This design comes from an exercise in tuning for small area on the open sky130 flow, not from production work. In this exercise RTL edits were held to simulation tests only and were not proved equivalent to the original. Power figures rest on the tool's default switching activity, not on a simulated workload.

Setup of v56:
==> flow/design.v (excerpt) <==
module sram_param
#(
   parameter int unsigned               ANCHO_DATO  = 8,
   parameter int unsigned               ANCHO_DIR   = 8,
   parameter int unsigned               PROFUNDIDAD = 2 ** ANCHO_DIR,
   parameter int unsigned               MODO_RW     = 0,
   parameter logic [ANCHO_DATO-1:0]     VALOR_INI   = '0
) (
   input  logic                  Clk,
   input  logic                  Rst,
   input  logic [ANCHO_DIR-1:0]  Dir,
   input  logic [ANCHO_DATO-1:0] Dato_e,
   input  logic                  We,
   input  logic                  En,
   output logic [ANCHO_DATO-1:0] Dato_s,
   output logic                  Valido,
   output logic                  Listo,
   output logic                  Err
);
For scale: ~31 I/O pins, ~66000 µm² of cells after synthesis.
Settings: LEC_CHECK=0, CAP_MARGIN=5, CORE_MARGIN=2, CORE_UTILIZATION=70, CTS_BUF_LIST=sky130_fd_sc_hd__clkbuf_4, CTS_CLUSTER_DIAMETER=50, CTS_CLUSTER_SIZE=10, PLACE_DENSITY=0.9, SLEW_MARGIN=5, SYNTH_HIERARCHICAL=1; clock period 8.0 ns.
run.sh (not shown) runs the stock make flow with config.mk's settings and CLKGATE_MAP_FILE= SYNTH_SCRIPT=/design/flow/synth_recipe.tcl, a recipe that flattens the netlist after the stock synthesis.
Changes in v12 relative to v56:
- swapping 50 for 45 in CTS_CLUSTER_DIAMETER
- swapping 0.9 for 0.8 in PLACE_DENSITY
[summary]
Both conditions hold for v12: the flow ran to the end and the final layout passed the timing, DRC and antenna checks.
Both conditions hold for v56: the flow ran to the end and the final layout passed the timing, DRC and antenna checks.
Between v12 and v56, it is v12 whose reported clock group power is higher, by about 2%.
Cmp v56 and v12 / clock-buffer cell count / higher: v12
There was hardly any difference in final critical path time including I/O delays and setup between v12 and v56.
Of the two values seen for endpoint of the worst setup timing path, g_pal[92].g_bit[2].u_celda.q$_DFF_P_ was produced by v12 and g_pal[55].g_bit[2].u_celda.q$_DFF_P_ by v56.
Between v56 and v12, the difference in fmax is negligible.
v56 -> v12: post-route antenna net violation count delta 0, exact match
Edits applied to the flow inputs when going from v12 to v30:
- swapping 45 for 50 in CTS_CLUSTER_DIAMETER
- swapping 5 for 0 in SLEW_MARGIN
- swapping 5 for 0 in CAP_MARGIN
Notes after the runs:
On combinational cell fraction of total power, v30 and v12 are basically level. Changes observed in v30 relative to v12: required arrival time at the worst endpoint grew by 50 ps; setup slack grew by 230 ps. When v30 is set beside v12, its clock power turns out to be about 4% smaller. Delta (v30 minus v12): total power saw a decrease, cell area stayed essentially flat. Final worst hold slack across v30 and v12: no real change.
### v30 -> v15
- CAP_MARGIN now 5, was 0
- SLEW_MARGIN now 5, was 0
## What came out
Reported for v15 and v30, number of flip-flops and latches turned out identical to the last digit. The combinational power was comparable across v15 and v30. v15: full flow OK, the timing, DRC and antenna checks passed. v15 and v30 ended up with roughly the same critical path data arrival time. From v15 to v30, first-pass GRT wire length did not move at all.

* * *

The RTL this note starts from:
==> flow/design.v <==
package sram_pkg;
   typedef enum logic {
      LIMPIAR,
      ACTIVO
   } estado_e;
   localparam int unsigned MODO_LEER_PRIMERO     = 0;
   localparam int unsigned MODO_ESCRIBIR_PRIMERO = 1;
   function automatic int unsigned ancho_indice(input int unsigned n);
      ancho_indice = (n > 1) ? $clog2(n) : 1;
   endfunction
endpackage
module sram_limpieza
#(
   parameter int unsigned PROFUNDIDAD = 256,
   parameter int unsigned AW          = 8
) (
   input  logic          clk,
   input  logic          rst,
   output logic          listo
);
   logic [AW-1:0] cnt_q;
   logic          listo_q;
   always_ff @(posedge clk) begin
      if (rst) begin
         cnt_q   <= '0;
         listo_q <= 1'b0;
      end else begin
         cnt_q <= cnt_q + AW'(1);
         if (cnt_q == AW'(PROFUNDIDAD - 1)) listo_q <= 1'b1;
      end
   end
   assign listo = listo_q;
endmodule
module sram_celda (
   input  logic clk,
   input  logic sel,
   input  logic seln,
   input  logic d,
   output logic q
);
   always_ff @(posedge clk) begin
      q <= ~((sel | q) & (seln | d));
   end
endmodule
module sram_fila (
   input  logic a,
   input  logic an,
   input  logic b,
   input  logic bn,
   output logic sel,
   output logic seln
);
   assign sel  = ~(an | bn);
   assign seln = ~(a & b);
endmodule
module sram_par (
   input  logic seln0,
   input  logic q0,
   input  logic seln1,
   input  logic q1,
   output logic y
);
   assign y = ~((seln0 | q0) & (seln1 | q1));
endmodule
module sram_or16 (
   input  logic [15:0] a,
   output logic        y
);
   assign y = |a;
endmodule
module sram_nor2 (
   input  logic [1:0] a,
   output logic       y
);
   assign y = ~|a;
endmodule
module sram_nand4 (
   input  logic [3:0] a,
   output logic       y
);
   assign y = ~&a;
endmodule
module sram_or #(
   parameter int unsigned N = 128
) (
   input  logic [N-1:0] y,
   output logic         o
);
   if (N == 128) begin : g_arbol
      logic [7:0] o16;
      logic [3:0] n2;
      for (genvar i = 0; i < 8; i++) begin : g_o16
         sram_or16 u (.a (y[16*i +: 16]), .y (o16[i]));
      end
      for (genvar i = 0; i < 4; i++) begin : g_n2
         sram_nor2 u (.a (o16[2*i +: 2]), .y (n2[i]));
      end
      sram_nand4 u_o (.a (n2), .y (o));
   end else begin : g_plano
      assign o = |y;
   end
endmodule
module sram_param
#(
   parameter int unsigned               ANCHO_DATO  = 8,
   parameter int unsigned               ANCHO_DIR   = 8,
   parameter int unsigned               PROFUNDIDAD = 2 ** ANCHO_DIR,
   parameter int unsigned               MODO_RW     = 0,
   parameter logic [ANCHO_DATO-1:0]     VALOR_INI   = '0
) (
   input  logic                  Clk,
   input  logic                  Rst,
   input  logic [ANCHO_DIR-1:0]  Dir,
   input  logic [ANCHO_DATO-1:0] Dato_e,
   input  logic                  We,
   input  logic                  En,
   output logic [ANCHO_DATO-1:0] Dato_s,
   output logic                  Valido,
   output logic                  Listo,
   output logic                  Err
);
   localparam int unsigned AW = sram_pkg::ancho_indice(PROFUNDIDAD);
   localparam int unsigned DW = ANCHO_DATO;
   localparam int unsigned AL = (AW + 1) / 2;       
   localparam int unsigned AH = AW - AL;            
   localparam int unsigned NL = 2 ** AL;
   localparam int unsigned NH = 2 ** AH;
   localparam int unsigned NP = (PROFUNDIDAD + 1) / 2;
   logic                   listo;
   logic                   limpiando;
   logic                   en_rango;
   logic                   fase_q;
   logic [NL-1:0]          pa, pan;
   logic [NH-1:0]          pb, pbn;
   logic [PROFUNDIDAD-1:0] sel, seln;
   logic [DW-1:0]          mem_q [PROFUNDIDAD];
   logic [NP-1:0]          term [DW];
   logic [DW-1:0]          leido_n;
   logic [DW-1:0]          leido;
   logic                   escribe;
   logic [DW-1:0]          nuevo;
   logic [DW-1:0]          d_col;
   logic [DW-1:0]          dato_q;
   logic                   valido_q;
   logic                   err_q;
   sram_limpieza #(
      .PROFUNDIDAD (PROFUNDIDAD),
      .AW          (AW)
   ) u_limpieza (
      .clk   (Clk),
      .rst   (Rst),
      .listo (listo)
   );
   assign limpiando = ~listo;
   assign en_rango  = (32'(Dir) < PROFUNDIDAD);
   always_ff @(posedge Clk) begin
      fase_q <= ~fase_q & ~Rst;
   end
   always_comb begin
      for (int j = 0; j < NL; j++) begin
         pa[j]  = limpiando | (Dir[AL-1:0] == AL'(j));
         pan[j] = ~pa[j];
      end
      for (int k = 0; k < NH; k++) begin
         if (AH == 0) pb[k] = 1'b1;
         else         pb[k] = limpiando | (en_rango && (Dir[AW-1:AL] == (AW-AL)'(k)));
         pbn[k] = ~pb[k];
      end
   end
   for (genvar w = 0; w < PROFUNDIDAD; w++) begin : g_pal
      sram_fila u_fila (
         .a    (pa[w % NL]),
         .an   (pan[w % NL]),
         .b    (pb[w / NL]),
         .bn   (pbn[w / NL]),
         .sel  (sel[w]),
         .seln (seln[w])
      );
      for (genvar b = 0; b < DW; b++) begin : g_bit
         sram_celda u_celda (
            .clk  (Clk),
            .sel  (sel[w]),
            .seln (seln[w]),
            .d    (d_col[b]),
            .q    (mem_q[w][b])
         );
      end
   end
   for (genvar b = 0; b < DW; b++) begin : g_lee
      for (genvar p = 0; p < NP; p++) begin : g_par
         if (2 * p + 1 < PROFUNDIDAD) begin : g_dos
            sram_par u_par (
               .seln0 (seln[2*p]),
               .q0    (mem_q[2*p][b]),
               .seln1 (seln[2*p+1]),
               .q1    (mem_q[2*p+1][b]),
               .y     (term[b][p])
            );
         end else begin : g_uno
            assign term[b][p] = ~(seln[2*p] | mem_q[2*p][b]);
         end
      end
      sram_or #(.N(NP)) u_or (
         .y (term[b]),
         .o (leido_n[b])
      );
   end
   assign leido = ~leido_n ^ {DW{fase_q}};
   assign escribe = limpiando | (En & We & en_rango);
   assign nuevo   = limpiando ? VALOR_INI : Dato_e;
   assign d_col   = escribe ? (nuevo ^ {DW{fase_q}}) : ~leido_n;
   always_ff @(posedge Clk) begin
      if (Rst) begin
         dato_q   <= '0;
         valido_q <= 1'b0;
         err_q    <= 1'b0;
      end else begin
         valido_q <= 1'b0;
         err_q    <= 1'b0;
         if (listo && En) begin
            if (en_rango) begin
               valido_q <= 1'b1;
               if (We && (MODO_RW == sram_pkg::MODO_ESCRIBIR_PRIMERO)) begin
                  dato_q <= Dato_e;
               end else begin
                  dato_q <= leido;
               end
            end else begin
               dato_q <= VALOR_INI;
               err_q  <= 1'b1;
            end
         end
      end
   end
   assign Dato_s = dato_q;
   assign Valido = valido_q;
   assign Listo  = listo;
   assign Err    = err_q;
endmodule
make LEC_CHECK=0 CAP_MARGIN=5 CORE_MARGIN=2 CORE_UTILIZATION=70 CTS_CLUSTER_DIAMETER=120 CTS_CLUSTER_SIZE=28 PLACE_DENSITY=0.8 SLEW_MARGIN=5 SYNTH_HIERARCHICAL=1 finish   # period 8.0 ns
Next try:
Settings changed: CTS_CLUSTER_DIAMETER 120 to 100, CTS_CLUSTER_SIZE 28 to 25.
After rerunning: The new run produced a clean layout; setup slack gets worse by 36 ps; global-route usage stays flat; core utilization rose by 0.22 points; maximum frequency fell by 0.53%; via count hardly moves; final area stays flat; routed wire length hardly moves.
Next try:
Settings changed: CAP_MARGIN 5 to 0, CORE_UTILIZATION 70 to 80, PLACE_DENSITY 0.8 to 0.88, SLEW_MARGIN 5 to 0.
Routed wire length rose by about 5%.
Utilization rose by 10 points.
Die area fell by 12%.
Maximum frequency fell by 7.0%.
Cell count fell by about 2.2%.
Global-route usage rose by 7.8 points.
Next try:
Settings changed: CAP_MARGIN 0 to 20, CORE_UTILIZATION 80 to 60, PLACE_DENSITY 0.88 to 0.7, SLEW_MARGIN 0 to 20.
Outcome: Via count is lower by 6.4%; sequential share of layout area is lower by 0.64 points; clock power is higher by about 2%; wire length is lower by 3.2%; count of clock-buffer cells in the layout is higher by 4; cell area is higher by 1.1%; non-clock buffer count is higher by 47; setup slack improves by 540 ps; register-to-register slack improves by 630 ps; total power hardly moves; clock skew is lower by 7.4 ps.

port drivers added, routing unchanged:
No port has a modelled driver above. Below, the same layouts with a new extraction and two added sets of constraints. Step 1, drivers: a clkbuf_16 drives Clk and a buf_2 each remaining input, both assumed. Step 2, shift: input delay + t, output delay - t, t = (earliest + latest rising clock arrival at the registers) / 2. This alone moves slack from input paths to output paths. Three values: ideal ports, drivers, drivers and shift; two values: the first two.
| run | t, ns | setup WS [ns] | worst hold slack (ns) |
|---|---|---|---|
| v56 | 1.313 | 1.458 / 1.458 / 0.263 | 0.458 / 0.458 / 0.458 |
| v12 | 1.294 | 1.459 / 1.503 / 0.209 | 0.460 / 0.460 / 0.460 |
| v30 | 1.289 | 1.685 / 1.725 / 0.436 | 0.459 / 0.459 / 0.459 |
| v15 | 1.289 | 1.685 / 1.725 / 0.436 | 0.459 / 0.459 / 0.459 |
| the first run of note 2 | 0.776 | 1.202 / 1.254 / 0.478 | 0.461 / 0.461 / 0.461 |
| the second run of note 2 | 0.778 | 1.166 / 1.212 / 0.434 | 0.458 / 0.458 / 0.458 |
| the third run of note 2 | 0.760 | 0.653 / 0.690 / -0.070 | 0.459 / 0.459 / 0.459 |
| the fourth run of note 2 | 0.792 | 1.194 / 1.255 / 0.464 | 0.456 / 0.456 / 0.456 |
With both steps, setup timing fails in the third run of note 2, where it was met with ideal ports. The setup slack of v12, which loses most, moves by +0.044 ns with the drivers and by -1.250 ns with both steps.
